What follows belongs to an exercise in optimizing a design on an open flow for small area, a short achievable clock period and few clock cycles per item; a production flow would make more cautious choices. The RTL was checked by simulation tests, not by an equivalence proof against the original design. Power and IR drop assume default switching activity.

## blob_detector
module blob_detector (
  input  logic               clk,
  input  logic               rst,
  input  logic               in_valid,
  input  logic [TOKEN_W-1:0] in_token,
  output logic               in_credit,
  output logic               out_valid,
  output logic [WORD_W-1:0]  out_data,
  output logic               out_last,
  input  logic               out_credit
);
  logic                tok_valid;
  logic [TOKEN_W-1:0]  tok_data;
  logic                tok_pop;
  logic                tok_done;
  logic                a_valid;
  logic                a_new;
  logic [LABEL_W-1:0]  a_slot;
  logic [COL_W-1:0]    a_start;
  logic [COL_W-1:0]    a_end;
  logic                a_row_end;
  logic                a_frame_end;
  logic                fe_take;
  logic [LABEL_W-1:0]  fe_base;
  logic [LABEL_W:0]    fe_count;
  logic                rep_busy;
  logic                rep_slot_busy;
  logic [LABEL_W-1:0]  next_slot;
  logic                wr_ready;
  logic                wr_valid;
  logic [26:0]         wr_data;
  logic                wr_last;
  run_intake u_intake (
    .clk(clk), .rst(rst), .in_valid(in_valid), .in_token(in_token),
    .in_credit(in_credit), .tok_valid(tok_valid), .tok_data(tok_data), .tok_pop(tok_pop),
  ...
For scale: about 5100 cells after synthesis, roughly 2200 flip-flops, roughly 62 I/O pins, roughly 0.084 mm² of cells after synthesis.
clock: 10.0 ns
lec_check: 0
cap_margin: 20
core_margin: 2
core_utilization: 40
cts_cluster_diameter: 120
cts_cluster_size: 25
setup_slack_margin: 5
slew_margin: 20
run.sh (not shown) runs the stock make flow with config.mk's settings and CLKGATE_MAP_FILE= SYNTH_SCRIPT=/design/flow/synth_recipe.tcl, a recipe that flattens the netlist after the stock synthesis.
Testbench counts at the start, summed over its fixed seeds: cycles 12,168, tokens 11,777.
Change:
==> flow/flow/run.sh (new file) <==
#!/bin/bash
# Standard layout; repair_timing aims for 7 ns of setup slack (a period of 3 ns).
bash standard.sh SETUP_SLACK_MARGIN=7 finish > standard.log 2>&1
==> flow/standard.sh (new file) <==
#!/bin/bash
# synth_recipe.tcl (not shown) runs the flow's synth.tcl, then flattens the netlist and writes it again
# the make line also repeats each setting of config.mk as NAME=value (left out here)
make -C /OpenROAD-flow-scripts/flow DESIGN_CONFIG=/design/flow/config.mk WORK_HOME=/design/flow/orfs CLKGATE_MAP_FILE= SYNTH_SCRIPT=/design/flow/synth_recipe.tcl "${@:-finish}"
--- a/flow/config.mk
+++ b/flow/config.mk
@@ -9,5 +9,6 @@
 export CORE_MARGIN = 2
-export CORE_UTILIZATION = 40
+export CORE_UTILIZATION = 55
 export CTS_CLUSTER_DIAMETER = 120
 export CTS_CLUSTER_SIZE = 25
+export PLACE_DENSITY = 0.7
 export SETUP_SLACK_MARGIN = 5
removed: flow/run.sh
- total power climbs slightly
- count of clock-buffer cells in the layout drops by 5
- synthesized area does not change
- via count climbs by a few percent
- clock power drops slightly
- routed wire length climbs by a few percent
Change:
==> flow/flow/run.sh (replaced) <==
#!/bin/bash
# Standard layout; repair_timing aims for 6.6 ns of setup slack (a period of 3.4000000000000004 ns).
bash standard.sh SETUP_SLACK_MARGIN=6.6 finish > standard.log 2>&1
--- a/flow/config.mk
+++ b/flow/config.mk
@@ -9,6 +9,5 @@
 export CORE_MARGIN = 2
-export CORE_UTILIZATION = 55
+export CORE_UTILIZATION = 40
 export CTS_CLUSTER_DIAMETER = 120
 export CTS_CLUSTER_SIZE = 25
-export PLACE_DENSITY = 0.7
 export SETUP_SLACK_MARGIN = 5
Register-to-register slack gains 0.07 ns.
Final cell count came out higher by 9.3%.
Die area came out higher by 37%.
Via count came out lower by 2.6%.
Setup slack gets better by 0.073 ns.
Routed wire length came out lower by 0.31%.
Non-clock buffer count shrinks by 77.
Hold slack is worse by 0.0030 ns.
Design area decreases by 0.78%.
First-iteration DRC count is lower by 14%.
Change:
==> flow/flow/run.sh (replaced) <==
#!/bin/bash
# Standard layout; repair_timing aims for 6.8 ns of setup slack (a period of 3.2 ns).
bash standard.sh SETUP_SLACK_MARGIN=6.8 finish > standard.log 2>&1
--- a/flow/config.mk
+++ b/flow/config.mk
@@ -7,3 +7,3 @@
 export LEC_CHECK = 0
-export CAP_MARGIN = 20
+export CAP_MARGIN = 10
 export CORE_MARGIN = 2
@@ -13,2 +13,2 @@
 export SETUP_SLACK_MARGIN = 5
-export SLEW_MARGIN = 20
+export SLEW_MARGIN = 10
Total power climbs by about 0.36%.
Core utilization climbs by 0.58 points.
Clock skew stays flat.
Wire length goes up by 3.5%.
Clock power is higher by about 0.8%.
Final area goes up by about 1.3%.
Die area stays the same.
Cell count rises by about 0.5%.
Setup slack improved by 0.21 ns.
Global-route usage grows by 0.55 points.

blob_detector, a different RTL version from the one above (not shown whole).
For scale: about 5300 cells after synthesis, about 62 I/O pins, roughly 87000 µm² of cells after synthesis.
==> flow/design.v (excerpt) <==
module blob_detector (
  input  logic               clk,
  input  logic               rst,
  input  logic               in_valid,
  input  logic [TOKEN_W-1:0] in_token,
  output logic               in_credit,
  output logic               out_valid,
  output logic [WORD_W-1:0]  out_data,
  output logic               out_last,
  input  logic               out_credit
);
  logic                tok_valid;
  logic [TOKEN_W-1:0]  tok_data;
  logic                tok_pop;
  logic                a_valid;
  logic                a_new;
  logic [LABEL_W-1:0]  a_slot;
  logic [COL_W-1:0]    a_start;
  logic [COL_W-1:0]    a_end;
  logic [COL_W:0]      a_len;
  logic                a_row_end;
  logic                a_frame_end;
  logic                fe_take;
  logic [MAX_OBJS-1:0] fe_used;
  logic [LABEL_W-1:0]  fe_base;
  logic [LABEL_W:0]    fe_count;
  logic                rep_busy;
  logic [MAX_OBJS-1:0] rep_pend;
  logic                wr_ready;
  logic                wr_valid;
  logic [26:0]         wr_data;
  logic                wr_last;
  run_intake u_intake (
    .clk(clk), .rst(rst), .in_valid(in_valid), .in_token(in_token),
    .in_credit(in_credit), .tok_valid(tok_valid), .tok_data(tok_data), .tok_pop(tok_pop)
  );
  run_labeler u_labeler (
    .clk(clk), .rst(rst), .tok_valid(tok_valid), .tok_data(tok_data), .tok_pop(tok_pop),
    .a_valid(a_valid), .a_new(a_new), .a_slot(a_slot), .a_start(a_start), .a_end(a_end),
    .a_len(a_len), .a_row_end(a_row_end), .a_frame_end(a_frame_end),
    .fe_take(fe_take), .fe_used(fe_used), .fe_base(fe_base), .fe_count(fe_count),
    .rep_busy(rep_busy), .rep_pend(rep_pend)
  );
  object_table u_table (
    .clk(clk), .rst(rst), .a_valid(a_valid), .a_new(a_new), .a_slot(a_slot),
    .a_start(a_start), .a_end(a_end), .a_len(a_len), .a_row_end(a_row_end),
    .a_frame_end(a_frame_end), .fe_take(fe_take), .fe_used(fe_used), .fe_base(fe_base),
    .fe_count(fe_count), .rep_busy(rep_busy), .rep_pend(rep_pend),
    .wr_ready(wr_ready), .wr_valid(wr_valid), .wr_data(wr_data), .wr_last(wr_last)
  );
  report_writer u_writer (
  ...
==> flow/config.mk <==
export PLATFORM = sky130hd
export DESIGN_NAME = blob_detector
export DESIGN_NICKNAME = blob_detector
export VERILOG_FILES = /design/flow/design.v
export SDC_FILE = /design/flow/constraint.sdc
export NUM_CORES = 4
export LEC_CHECK = 0
export CAP_MARGIN = 20
export CORE_MARGIN = 2
export CORE_UTILIZATION = 40
export SETUP_SLACK_MARGIN = 5
export SLEW_MARGIN = 20
==> flow/constraint.sdc <==
create_clock -name core_clock -period 10.0 [get_ports {clk}]
set_input_delay 2.0000 -clock core_clock [delete_from_list [all_inputs] [get_ports {clk}]]
set_output_delay 2.0000 -clock core_clock [all_outputs]
set_load 0.01 [all_outputs]
Stock flow here: none of the scripts above is used.
Testbench counts at the start, summed over its fixed seeds: cycles 12,160, tokens 11,777.
==> next run, changes <==
--- a/flow/config.mk
+++ b/flow/config.mk
@@ -9,4 +9,3 @@
 export CORE_MARGIN = 2
 export CORE_UTILIZATION = 40
-export SETUP_SLACK_MARGIN = 5
 export SLEW_MARGIN = 20
Effect: The changed run completed with no timing, DRC or antenna violations; area after synthesis is unchanged; global-route usage is lower by 0.12 points; power goes down by a few percent; combinational power came out lower by roughly a tenth; fmax fell by a quarter to a third; wire length falls slightly; via count came out lower slightly; cell count drops slightly.

[afterwards: timing with drivers on the ports]
Ports are ideal in the flow. The routed layouts listed here were re-timed in OpenROAD. Step 1 (the two cells are an assumption about what drives the block):
set clk [get_ports {clk}]
set_driving_cell -lib_cell sky130_fd_sc_hd__clkbuf_16 $clk
set_driving_cell -lib_cell sky130_fd_sc_hd__buf_2 [delete_from_list [all_inputs] $clk]
Step 2 moves the port delays by t, midway between the first and last clock arrival at a register: inputs arrive t later, outputs are due t later. That takes back most of the time a late clock gives input paths. Slacks: ideal / step 1 / step 2; pairs: ideal / step 1.
| run | t (ns) | slack for setup (ns) | slew at the worst register clock pin (ns) | worst data-port slew with drivers (ns) |
|---|---|---|---|---|
| the first run of note 1 | 0.861 | 5.352 / 5.352 / 5.352 | 0.11 / 0.11 | 0.16 |
| the second run of note 1 | 0.827 | 6.297 / 6.297 / 6.264 | 0.11 / 0.11 | 0.18 |
| the third run of note 1 | 0.864 | 6.370 / 6.370 / 5.739 | 0.11 / 0.11 | 0.09 |
| the fourth run of note 1 | 0.867 | 6.580 / 6.529 / 5.920 | 0.11 / 0.11 | 0.19 |
| the first run of note 2 | 0.924 | 5.010 / 5.011 / 5.011 | 0.07 / 0.07 | 0.28 |
| the second run of note 2 | 0.934 | 2.561 / 2.561 / 2.561 | 0.07 / 0.07 | 0.17 |
After both steps setup and hold are still met in every run listed. For the fourth run of note 1, which loses most, drivers alone change the setup slack by -0.051 ns; drivers and shift together by -0.660 ns.
